From an optimization exercise on the open Yosys and OpenROAD flow, aimed at small area and a short achievable clock period; shortcuts taken in it are not production practice.
Power is estimated from default activity; no workload was simulated.

Design rand_range_mapper, start of the top module:
module rand_range_mapper #(
   parameter int unsigned FIFO_DEPTH  = 16,
   parameter int unsigned ADDR_SIZE   = 4,
   parameter int unsigned RANGE_WIDTH = 16
) (
   input  logic                   clk,
   input  logic                   reset_n,
   input  logic [31:0]            rand_in,
   input  logic                   rand_in_valid,
   input  logic [RANGE_WIDTH-1:0] range_in,
   input  logic                   range_load,
   output logic                   busy,
   output logic [RANGE_WIDTH-1:0] out_data,
   output logic                   out_valid,
   input  logic                   out_ready,
   output logic [ADDR_SIZE:0]     fifo_level,
   output logic [15:0]            drop_count,
   output logic [15:0]            reject_count
);
==> module rand_range_mapper, before the edit <==
module rand_range_mapper #(
   parameter int unsigned FIFO_DEPTH  = 16,
   parameter int unsigned ADDR_SIZE   = 4,
   parameter int unsigned RANGE_WIDTH = 16
) (
   input  logic                   clk,
   input  logic                   reset_n,
   input  logic [31:0]            rand_in,
   input  logic                   rand_in_valid,
   input  logic [RANGE_WIDTH-1:0] range_in,
   input  logic                   range_load,
   output logic                   busy,
   output logic [RANGE_WIDTH-1:0] out_data,
   output logic                   out_valid,
   input  logic                   out_ready,
   output logic [ADDR_SIZE:0]     fifo_level,
   output logic [15:0]            drop_count,
   output logic [15:0]            reject_count
);
   localparam int unsigned RamDepth = FIFO_DEPTH - 1;
   logic                   busy_q;
   logic [RANGE_WIDTH-1:0] range_q;
   logic [RANGE_WIDTH-1:0] rem_q;       
   logic [4:0]             iter_q;
   logic [RANGE_WIDTH-1:0] out_data_q;
   logic                   out_valid_q;
   logic [31:0]            ram [RamDepth];
   logic [3:0]             wr_ptr_q;
   logic [3:0]             rd_ptr_q;
   logic [ADDR_SIZE:0]     level_q;
   logic [31:0]            head_q;
   logic [31:0]            x_next;
   logic                   empty;
   logic                   full;
   logic                   ram_has;
   logic                   pop;
   logic                   push;
   logic                   ram_we;
   logic                   head_ld;
   logic [47:0] cs0_d, cs0_q;
   logic [47:0] cs1_d, cs1_q;
   logic [47:0]            prod;
   logic [RANGE_WIDTH-1:0] result;
   logic                   accept;
   logic [RANGE_WIDTH:0]   rem_dbl;
   logic [RANGE_WIDTH-1:0] rem_next;
   always_comb begin
      empty   = (level_q == '0);
      full    = level_q[ADDR_SIZE];
      ram_has = (level_q[ADDR_SIZE:1] != '0);
      pop     = !busy_q && !range_load && !empty && (!out_valid_q || out_ready);
      push    = rand_in_valid && (!full || pop);
      ram_we  = push && !empty && !(pop && !ram_has);
      head_ld = pop || empty;
      if (!head_ld)     x_next = head_q;
      else if (ram_has) x_next = ram[rd_ptr_q];
      else              x_next = rand_in;
   end
   rrm_mul_cs u_mul (.x(x_next), .n(range_q), .r0(cs0_d), .r1(cs1_d));
   always_comb begin
      prod   = cs0_q + cs1_q;
      result = (range_q == '0) ? head_q[RANGE_WIDTH-1:0] : prod[47:32];
      accept = (prod[31:0] >= 32'(rem_q));
   end
   always_comb begin
      rem_dbl = {rem_q, 1'b0};
      if (rem_dbl >= {1'b0, range_q}) rem_next = RANGE_WIDTH'(rem_dbl - {1'b0, range_q});
      else                            rem_next = rem_dbl[RANGE_WIDTH-1:0];
   end
   always_ff @(posedge clk) begin
      if (ram_we) ram[wr_ptr_q] <= rand_in;
   end
   always_ff @(posedge clk) begin
      head_q <= x_next;
      cs0_q <= cs0_d;
      cs1_q <= cs1_d;
   end
   always_ff @(posedge clk or negedge reset_n) begin
      if (!reset_n) begin
         wr_ptr_q <= '0;
         rd_ptr_q <= '0;
         level_q  <= '0;
      end else begin
         if (ram_we) wr_ptr_q <= (wr_ptr_q == 4'(RamDepth - 1)) ? 4'd0 : wr_ptr_q + 4'd1;
         if (pop && ram_has) rd_ptr_q <= (rd_ptr_q == 4'(RamDepth - 1)) ? 4'd0 : rd_ptr_q + 4'd1;
         if (push && !pop) level_q <= level_q + 1'b1;
         else if (pop && !push) level_q <= level_q - 1'b1;
      end
   end
   always_ff @(posedge clk or negedge reset_n) begin
      if (!reset_n) begin
         busy_q      <= 1'b0;
         range_q     <= '0;
         rem_q       <= '0;
         iter_q      <= '0;
         out_data_q  <= '0;
         out_valid_q <= 1'b0;
      end else begin
         if (range_load) begin
            busy_q  <= 1'b1;
            range_q <= range_in;
            rem_q   <= RANGE_WIDTH'(range_in[RANGE_WIDTH-1:1] != '0);
            iter_q  <= '0;
         end else if (busy_q) begin
            rem_q  <= rem_next;
            iter_q <= iter_q + 5'd1;
            if (iter_q == 5'd31) busy_q <= 1'b0;
         end
         if (range_load) begin
            out_valid_q <= 1'b0;
         end else if (pop && accept) begin
            out_data_q  <= result;
            out_valid_q <= 1'b1;
         end else if (out_ready) begin
            out_valid_q <= 1'b0;
         end
      end
   end
   logic [15:0] drop_q;
   logic [15:0] reject_q;
   always_ff @(posedge clk or negedge reset_n) begin
      if (!reset_n) begin
         drop_q   <= '0;
         reject_q <= '0;
      end else begin
         if (rand_in_valid && !push && (drop_q != 16'hFFFF)) drop_q <= drop_q + 16'd1;
         if (pop && !accept && (reject_q != 16'hFFFF)) reject_q <= reject_q + 16'd1;
      end
   end
   assign drop_count   = drop_q;
   assign reject_count = reject_q;
   assign busy       = busy_q;
   assign out_data   = out_data_q;
   assign out_valid  = out_valid_q;
   assign fifo_level = level_q;
endmodule
Settings: LEC_CHECK=0, CAP_MARGIN=20, CORE_MARGIN=2, CORE_UTILIZATION=40, SLEW_MARGIN=20; clock period 10.0 ns.
run.sh (not shown) runs the stock make flow with config.mk's settings and CLKGATE_MAP_FILE= SYNTH_SCRIPT=/design/flow/synth_recipe.tcl, a recipe that flattens the netlist after the stock synthesis.
Edit:
--- a/flow/design.v
+++ b/flow/design.v
@@ -17,7 +17,7 @@
    output logic [15:0]            drop_count,
    output logic [15:0]            reject_count
 );
-   localparam int unsigned RamDepth = FIFO_DEPTH - 1;
+   localparam int unsigned RamDepth = FIFO_DEPTH - 2;
    logic                   busy_q;
    logic [RANGE_WIDTH-1:0] range_q;
    logic [RANGE_WIDTH-1:0] rem_q;       
@@ -29,38 +29,51 @@
    logic [3:0]             rd_ptr_q;
    logic [ADDR_SIZE:0]     level_q;
    logic [31:0]            head_q;
-   logic [31:0]            x_next;
+   logic [31:0]            second_q;
+   logic [31:0]            head_d;
+   logic [31:0]            second_d;
+   logic [31:0]            mul_x;
    logic                   empty;
    logic                   full;
-   logic                   ram_has;
+   logic                   ge2;
+   logic                   ge3;
    logic                   pop;
    logic                   push;
    logic                   ram_we;
    logic                   head_ld;
+   logic                   second_ld;
+   logic                   cs_en;
    logic [47:0] cs0_d, cs0_q;
    logic [47:0] cs1_d, cs1_q;
    logic [47:0]            prod;
+   logic [34:0]            lo_sum;
+   logic [34:0]            lo_t;
    logic [RANGE_WIDTH-1:0] result;
    logic                   accept;
    logic [RANGE_WIDTH:0]   rem_dbl;
    logic [RANGE_WIDTH-1:0] rem_next;
    always_comb begin
-      empty   = (level_q == '0);
-      full    = level_q[ADDR_SIZE];
-      ram_has = (level_q[ADDR_SIZE:1] != '0);
-      pop     = !busy_q && !range_load && !empty && (!out_valid_q || out_ready);
-      push    = rand_in_valid && (!full || pop);
-      ram_we  = push && !empty && !(pop && !ram_has);
-      head_ld = pop || empty;
-      if (!head_ld)     x_next = head_q;
-      else if (ram_has) x_next = ram[rd_ptr_q];
-      else              x_next = rand_in;
+      empty     = (level_q == '0);
+      full      = level_q[ADDR_SIZE];
+      ge2       = (level_q[ADDR_SIZE:1] != '0);
+      ge3       = ge2 && (level_q != (ADDR_SIZE+1)'(2));
+      pop       = !busy_q && !range_load && !empty && (!out_valid_q || out_ready);
+      push      = rand_in_valid && (!full || pop);
+      ram_we    = push && (pop ? ge3 : ge2);
+      head_ld   = pop || empty;
+      second_ld = pop || !ge2;
+      head_d    = ge2 ? second_q : rand_in;
+      second_d  = ge3 ? ram[rd_ptr_q] : rand_in;
+      mul_x     = (busy_q && !empty) ? head_q : head_d;
+      cs_en     = busy_q || head_ld;
    end
-   rrm_mul_cs u_mul (.x(x_next), .n(range_q), .r0(cs0_d), .r1(cs1_d));
+   rrm_mul_cs u_mul (.x(mul_x), .n(range_q), .r0(cs0_d), .r1(cs1_d));
    always_comb begin
       prod   = cs0_q + cs1_q;
+      lo_sum = 35'(cs0_q[31:0]) + 35'(cs1_q[31:0]);
+      lo_t   = 35'(cs0_q[31:0]) + 35'(cs1_q[31:0]) + {3'b000, 16'hFFFF, ~rem_q} + 35'd1;
+      accept = (lo_t[34:32] != lo_sum[34:32]);
       result = (range_q == '0) ? head_q[RANGE_WIDTH-1:0] : prod[47:32];
-      accept = (prod[31:0] >= 32'(rem_q));
    end
    always_comb begin
       rem_dbl = {rem_q, 1'b0};
@@ -71,9 +84,12 @@
       if (ram_we) ram[wr_ptr_q] <= rand_in;
    end
    always_ff @(posedge clk) begin
-      head_q <= x_next;
+      if (head_ld)   head_q   <= head_d;
+      if (second_ld) second_q <= second_d;
+      if (cs_en) begin
       cs0_q <= cs0_d;
       cs1_q <= cs1_d;
+      end
    end
    always_ff @(posedge clk or negedge reset_n) begin
       if (!reset_n) begin
@@ -82,7 +98,7 @@
          level_q  <= '0;
       end else begin
          if (ram_we) wr_ptr_q <= (wr_ptr_q == 4'(RamDepth - 1)) ? 4'd0 : wr_ptr_q + 4'd1;
-         if (pop && ram_has) rd_ptr_q <= (rd_ptr_q == 4'(RamDepth - 1)) ? 4'd0 : rd_ptr_q + 4'd1;
+         if (pop && ge3) rd_ptr_q <= (rd_ptr_q == 4'(RamDepth - 1)) ? 4'd0 : rd_ptr_q + 4'd1;
          if (push && !pop) level_q <= level_q + 1'b1;
          else if (pop && !push) level_q <= level_q - 1'b1;
       end
After rerunning:
- The new run finished clean
- core utilization shrinks by 0.24 points
- total power drops by 0.42%
- setup slack gets better by 1.4 ns
- die area is higher by 3.5%
- final cell count goes up by 2.0%
- fmax is higher by 22%
- register-to-register slack gains 0.45 ns
- clock-buffer cell count came out higher by 4
- wire length stays flat
- sequential power went up by 8.8%
- global-route usage decreases by 0.92 points
- sequential share of layout area went up by 1.3 points
- via count increases by 2.5%
- synthesized area rose by 3.6%
No run of this note included a check of the RTL's function; only the layout flow was run.

[port drivers added, routing unchanged]
Ports are ideal in the flow. The routed layouts listed here were re-timed in OpenROAD. Step 1 assumes that a clkbuf_16 drives the clock port and a buf_2 every other input. Step 2 also shifts input and output timing later by t, the mid clock arrival at the registers, as if the neighbouring blocks saw the same clock. a / b / c = no drivers / after step 1 / after step 2; a / b = the first two.
run | shift t [ns] | setup slack, ns | hold WS [ns] | latest minus earliest clock arrival (ns) | slew at the worst register clock pin (ns)
the first run | 0.732 | 2.002 / 2.041 / 1.310 | 0.491 / 0.491 / 0.491 | 0.052 / 0.053 | 0.07 / 0.07
the second run | 0.728 | 3.443 / 3.443 / 2.941 | 0.490 / 0.490 / 0.490 | 0.071 / 0.070 | 0.08 / 0.08
After both steps every run listed still meets setup and hold. The setup slack of the first run, which loses most, moves by +0.039 ns with the drivers and by -0.692 ns with both steps.
